This design comes from an exercise in tuning for small area, a short achievable clock period and few clock cycles on the open sky130 flow, not from production work.
The RTL was checked by simulation tests, not by an equivalence proof against the original design.
No activity file was given, so power comes from the tool's default toggle rates.

## software_timer_table_unit
module software_timer_table_unit #(
  parameter int unsigned NUM_TIMERS = 32
) (
  input  wire logic              clk_i,
  input  wire logic              rst_ni,
  input  wire logic              in_valid_i,
  output logic                   in_stall_o,
  input  wire logic [51:0]       in_req_i,
  output logic                   out_valid_o,
  input  wire logic              out_stall_i,
  output logic      [19:0]       out_rsp_o
);
For scale: ~6600 cells after synthesis, ~2000 flip-flops, ~78 I/O pins, roughly 0.079 mm² of cells after synthesis.
Settings: LEC_CHECK=0, CAP_MARGIN=20, CORE_MARGIN=2, CORE_UTILIZATION=65, CTS_CLUSTER_DIAMETER=60, CTS_CLUSTER_SIZE=30, SETUP_SLACK_MARGIN=5.0, SLEW_MARGIN=20; clock period 8.0 ns.
run.sh (not shown) runs the stock make flow with config.mk's settings and CLKGATE_MAP_FILE= SYNTH_SCRIPT=/design/flow/synth_recipe.tcl, a recipe that flattens the netlist after the stock synthesis.
Testbench counts at the start, summed over its fixed seeds: cycles 12,954.
Edit:
--- a/flow/design.v
+++ b/flow/design.v
@@ -130,43 +130,43 @@
   assign fsel = free_q & ~below_any(free_q);
   logic [N-1:0] fire;
   assign fire = armed_q & (fn_q | (whit & {N{w_fn}}));
   logic fire_any;                
   assign fire_any = |(armed_q & fn_q) || (w_v && w_fn);
   logic [HB-1:0] ht, ht1;
   logic [HB-1:0] ht1_q;          
   assign ht  = cnt2_q[31:L];
   assign ht1 = ht1_q;
   logic [N-1:0] fn_n;
   logic         w_eqn;
-  assign w_eqn = (w_sum == cnt2_q);
+  assign w_eqn = (w_sum[L-1:0] == cnt2_q[L-1:0]) && w_hq;
   assign w_hq  = (w_sum[31:L] == ht);
   assign w_hn  = (w_sum[31:L] == ht1);
   always_comb
     for (int i = 0; i < N; i++)
       fn_n[i] = whit[i] ? w_eqn : ((dlo_q[i] == cnt2_q[L-1:0]) && hq_q[i]);
   logic roll;                    
   assign roll = (cnt2_q[L-1:0] == '1);
   logic scan_n;                  
   assign scan_n = (rh_q[0] == ht1);
   logic [32:0] sum;
   assign sum = {1'b0, dly} + {1'b0, cnt_q};
   assign w_fn = w_d1 || ((w_c || w_d0) && nz_q);
   logic do_alloc, do_tick, do_set, do_bind, do_free;
   assign do_alloc = exec && is_alloc;
   assign do_tick  = exec && is_tick;
   assign do_set   = exec && is_set;
   assign do_bind  = exec && is_bind;
   assign do_free  = exec && is_free;
   logic         fwrite, fpush;
-  assign fwrite = exec && (is_alloc || is_tick);
+  assign fwrite = exec && (is_alloc || is_tick) && (fc_q != 2'(F));
   assign fpush  = do_alloc || (do_tick && fire_any);
   logic [N-1:0] hbelow, hsel;
   assign hbelow = below_any(h_q);
   assign hsel   = h_q & ~hbelow;
   logic hmore;                   
   assign hmore = !h1_q;
   function automatic logic le1(input logic [N-1:0] v);
     logic [N-1:0] a, m;
     a = v;
     m = '0;
     for (int w = 1; w < N; w = w * 2)
@@ -216,30 +216,31 @@
   assign rdat = rb ? data_q[e_idx]  : 8'd0;
   logic push;
   assign push = e_v && opop;
   logic a_take;
   assign a_take = !a_v || exec;
   logic [N-1:0] pf_h;            
   logic [N-1:0] pf_clr;
   always_comb
     for (int i = 0; i < N; i++)
       pf_clr[i] = push && e_kind == KIND_FIRE && e_idx == 5'(i) && !inq[i];
   assign pf_h = (pf_q & ~pf_clr) | (do_tick ? fire : '0);
-  logic       nx_v, nx_af, nx_b, nx_hz, nx_full;
+  logic       nx_v, nx_af, nx_b, nx_hz, nx_full, nx_nofire;
   logic [2:0] nx_op;
   assign nx_op   = a_take ? in_req_i[51:49] : (is_alloc ? OP_ALLOC : (is_tick ? OP_TICK : (is_bind ? OP_BIND : OP_FREE)));
   assign nx_v    = a_take ? in_valid_i : 1'b1;
   assign nx_af   = (nx_op == OP_ALLOC) || (nx_op == OP_TICK);
   assign nx_b    = (nx_op == OP_BIND);
   assign nx_hz   = a_take ? pf_h[in_req_i[48:44]] : pf_h[idx];
   assign nx_full = (fc_q == 2'(F) && !hload) || (fc_q == 2'(F - 1) && fwrite && !hload);
+  assign nx_nofire = !fire_any && !do_tick && !do_set;
   always_ff @(posedge clk_i or negedge rst_ni) begin
     if (!rst_ni) begin
       a_v     <= 1'b0;
       blk_q   <= 1'b0;
       w_v     <= 1'b0;
       rot_q   <= '0;
       cnt_q   <= '0;
       cnt2_q  <= 32'd2;
       ht1_q   <= HB'(1);
       nz_q    <= 1'b1;
       free_q  <= '1;
@@ -247,23 +248,23 @@
       bound_q <= '0;
       rd_q    <= '0;
       wr_q    <= '0;
       fc_q    <= '0;
       fv_q    <= '0;
       hv_q    <= 1'b0;
       pf_q    <= '0;
       e_v     <= 1'b0;
       ov_q    <= 1'b0;
     end else begin
       if (a_take) a_v <= in_valid_i;
-      blk_q <= nx_v && ((nx_af && nx_full) || (nx_b && nx_hz));
+      blk_q <= nx_v && ((nx_af && nx_full && !(nx_op == OP_TICK && nx_nofire)) || (nx_b && nx_hz));
       w_v <= do_set;
       rot_q <= rot_q + 5'd1;
       if (do_tick) begin
         cnt_q  <= cnt_q + 32'd1;
         cnt2_q <= cnt2_q + 32'd1;
         nz_q   <= (cnt2_q != 32'd0);
         if (roll) ht1_q <= ht1_q + HB'(1);
       end
       for (int i = 0; i < N; i++) begin
         if (do_alloc && fsel[i]) free_q[i] <= 1'b0;
         if (do_free && wsel[i]) begin
Result: The new run finished clean. Clock skew falls by 0.0040 ns. Combinational power falls by 49%. Non-clock buffer count rises by 1. Final area rises by 0.30%. Critical path depth is unchanged. Die area hardly moves. Wire length falls by 1.3%. Worst setup slack is worse by 0.11 ns. Flip-flop and latch count does not change. Sequential share of layout area falls by 0.18 points. Count of clock-buffer cells in the layout falls by 3. Via count falls by 0.53%. Power falls by 12%.
Testbench counts after the change, summed over its fixed seeds: cycles 12,859.


== lane 2 ==
Starting RTL as in the previous note.
==> flow/design.v (excerpt) <==
module software_timer_table_unit #(
  parameter int unsigned NUM_TIMERS = 32
) (
  input  wire logic              clk_i,
  input  wire logic              rst_ni,
  input  wire logic              in_valid_i,
  output logic                   in_stall_o,
  input  wire logic [51:0]       in_req_i,
  output logic                   out_valid_o,
  input  wire logic              out_stall_i,
  output logic      [19:0]       out_rsp_o
);
Settings: LEC_CHECK=0, CAP_MARGIN=20, CORE_MARGIN=2, CORE_UTILIZATION=65, SETUP_SLACK_MARGIN=5.0, SLEW_MARGIN=20; clock period 8.0 ns.
Testbench counts of lane 2, summed over its fixed seeds: cycles 12,954.
Input-level comparison between lane 5 and lane 2:
--- a/flow/design.v
+++ b/flow/design.v
@@ -89,21 +89,20 @@
   logic [4:0]   w_idx;
   logic [31:0]  w_sum;           
   logic         w_fn;            
   logic         w_d0, w_d1, w_c; 
   logic [4:0]   w_slot;          
   logic         w_hq, w_hn;      
   logic [N-1:0] fm_q [F];        
   logic [F-1:0] ff_q;            
   logic [F-1:0] fx_q;            
   logic [F-1:0] fv_q;            
-  logic [F-1:0] f1_q;            
   logic [1:0]   rd_q, wr_q;
   logic [1:0]   fc_q;            
   logic [N-1:0] h_q;             
   logic         hv_q, hf_q, hx_q;
   logic         h1_q;            
   logic [N-1:0] pf_q;            
   logic        e_v;
   logic [1:0]  e_kind;
   logic [4:0]  e_idx;
   logic        e_last;
@@ -122,23 +121,23 @@
   function automatic logic [N-1:0] below_any(input logic [N-1:0] v);
     logic [N-1:0] p;
     p = v;
     for (int s = 1; s < N; s = s * 2)
       p = p | (p << s);
     below_any = p << 1;
   endfunction
   logic [N-1:0] fsel;
   assign fsel = free_q & ~below_any(free_q);
   logic [N-1:0] fire;
-  assign fire = armed_q & (fn_q | (whit & {N{w_fn}}));
-  logic fire_any;                
-  assign fire_any = |(armed_q & fn_q) || (w_v && w_fn);
+  assign fire = armed_q & ((fn_q & ~whit) | (whit & {N{w_fn}}));
+  logic fire_any;
+  assign fire_any = |fire;
   logic [HB-1:0] ht, ht1;
   logic [HB-1:0] ht1_q;          
   assign ht  = cnt2_q[31:L];
   assign ht1 = ht1_q;
   logic [N-1:0] fn_n;
   logic         w_eqn;
   assign w_eqn = (w_sum == cnt2_q);
   assign w_hq  = (w_sum[31:L] == ht);
   assign w_hn  = (w_sum[31:L] == ht1);
   always_comb
@@ -306,44 +305,42 @@
     hz_q <= nx_hz;
     if (do_set) begin
       w_idx <= idx;
       w_sum <= sum[31:0];
       w_d0  <= (dly == 32'd0);
       w_d1  <= (dly == 32'd1);
       w_c   <= sum[32];
       w_slot <= idx + ~rot_q - 5'd1;
     end
     for (int p = 0; p < N; p++)
-      rh_q[p] <= (w_v && w_slot == 5'(p)) ? (w_sum[31:L] ^ {HB{(p % 2) == 1}}) : ~rh_q[(p + 1) % N];
+      rh_q[p] <= (w_v && w_slot == 5'(p)) ? w_sum[31:L] : rh_q[(p + 1) % N];
     for (int i = 0; i < N; i++) begin
       if (whit[i]) dlo_q[i] <= w_sum[L-1:0];
       if (do_tick && roll) hq_q[i] <= whit[i] ? w_hn : hn_q[i];
       else if (whit[i])    hq_q[i] <= w_hq;
       if (whit[i])                   hn_q[i] <= w_hn;
       else if (rot_q == 5'(i)) hn_q[i] <= scan_n;
-      if (do_tick)                  fn_q[i] <= fn_n[i];
-      else if (do_set && wsel[i])   fn_q[i] <= 1'b0;
-      else if (whit[i])             fn_q[i] <= w_fn;
+      if (do_tick)      fn_q[i] <= fn_n[i];
+      else if (whit[i]) fn_q[i] <= w_fn;
       if (do_bind && wsel[i]) begin
         queue_q[i] <= qid;
         data_q[i]  <= pay;
       end
     end
     for (int k = 0; k < F; k++) begin
       if (fwrite && wr_q == 2'(k)) begin
         fm_q[k] <= is_tick ? fire : fsel;
         ff_q[k] <= is_tick;
         fx_q[k] <= !(|free_q);
-        f1_q[k] <= !is_tick || le1(fire);
       end
     end
-    if (hload)     h1_q <= f1_q[rd_q];
+    if (hload)     h1_q <= le1(fm_q[rd_q]);
     else if (emit) h1_q <= le2(h_q);
     if (hload) begin
       h_q  <= fm_q[rd_q];
       hf_q <= ff_q[rd_q];
       hx_q <= fx_q[rd_q];
     end else if (emit) begin
       h_q  <= h_q & hbelow;
     end
     if (emit) begin
       e_kind <= hf_q ? KIND_FIRE : (hx_q ? KIND_FAIL : KIND_GRANT);
[summary]
- Relative to lane 2, layout overhead on the synthesized area increased by 1.6 points in lane 5.
- [lane 5 vs lane 2] total met2 wirelength after detailed routing: higher in lane 5
- Lane 5 ends up with a internal power summed over all cells that is about 0.7% higher than in lane 2.
- Across both runs, met1 global-route usage was lower for lane 5 than for lane 2.
- Post-route clock period utilization: lane 5 vs lane 2 up 3.9 points
- Diff lane 2 -> lane 5: cell area after synthesis saw an increase, number of flip-flops and latches about even, worst hold slack moved up, share of power burned in the clock network moved up.
- Relative to lane 2, the via count measured on lane 5 has decreased by a few percent.
Testbench counts of lane 5, summed over its fixed seeds: cycles 12,954.

[what the ideal ports hide]
How much do the figures lean on ideal ports? The routed layouts below were timed once more, with nothing changed but the port constraints. Step 1 assumes that a clkbuf_16 drives the clock port and a buf_2 every other input. Step 2 adds t to the input delays and takes it off the output delays; t is the mean of the earliest and latest rising clock arrival at the registers after step 1. Input paths then give back, and output paths get back, about the clock's delay inside the block. Three values: ideal ports, drivers, drivers and shift; two values: the first two.
run	t (ns)	setup WS [ns]	hold slack, ns	worst setup path after step 2
the first run of note 1	0.849	4.906 / 4.823 / 4.151	0.395 / 0.395 / 0.395	input to register
the second run of note 1	0.873	4.791 / 4.706 / 4.256	0.389 / 0.389 / 0.389	input to register
lane 2	0.889	4.877 / 4.797 / 4.071	0.396 / 0.396 / 0.396	input to register
lane 5	0.895	4.563 / 4.563 / 4.088	0.427 / 0.427 / 0.427	input to register
After both steps every run listed still meets setup and hold. For lane 2, which loses most, drivers alone change the setup slack by -0.080 ns; drivers and shift together by -0.806 ns.
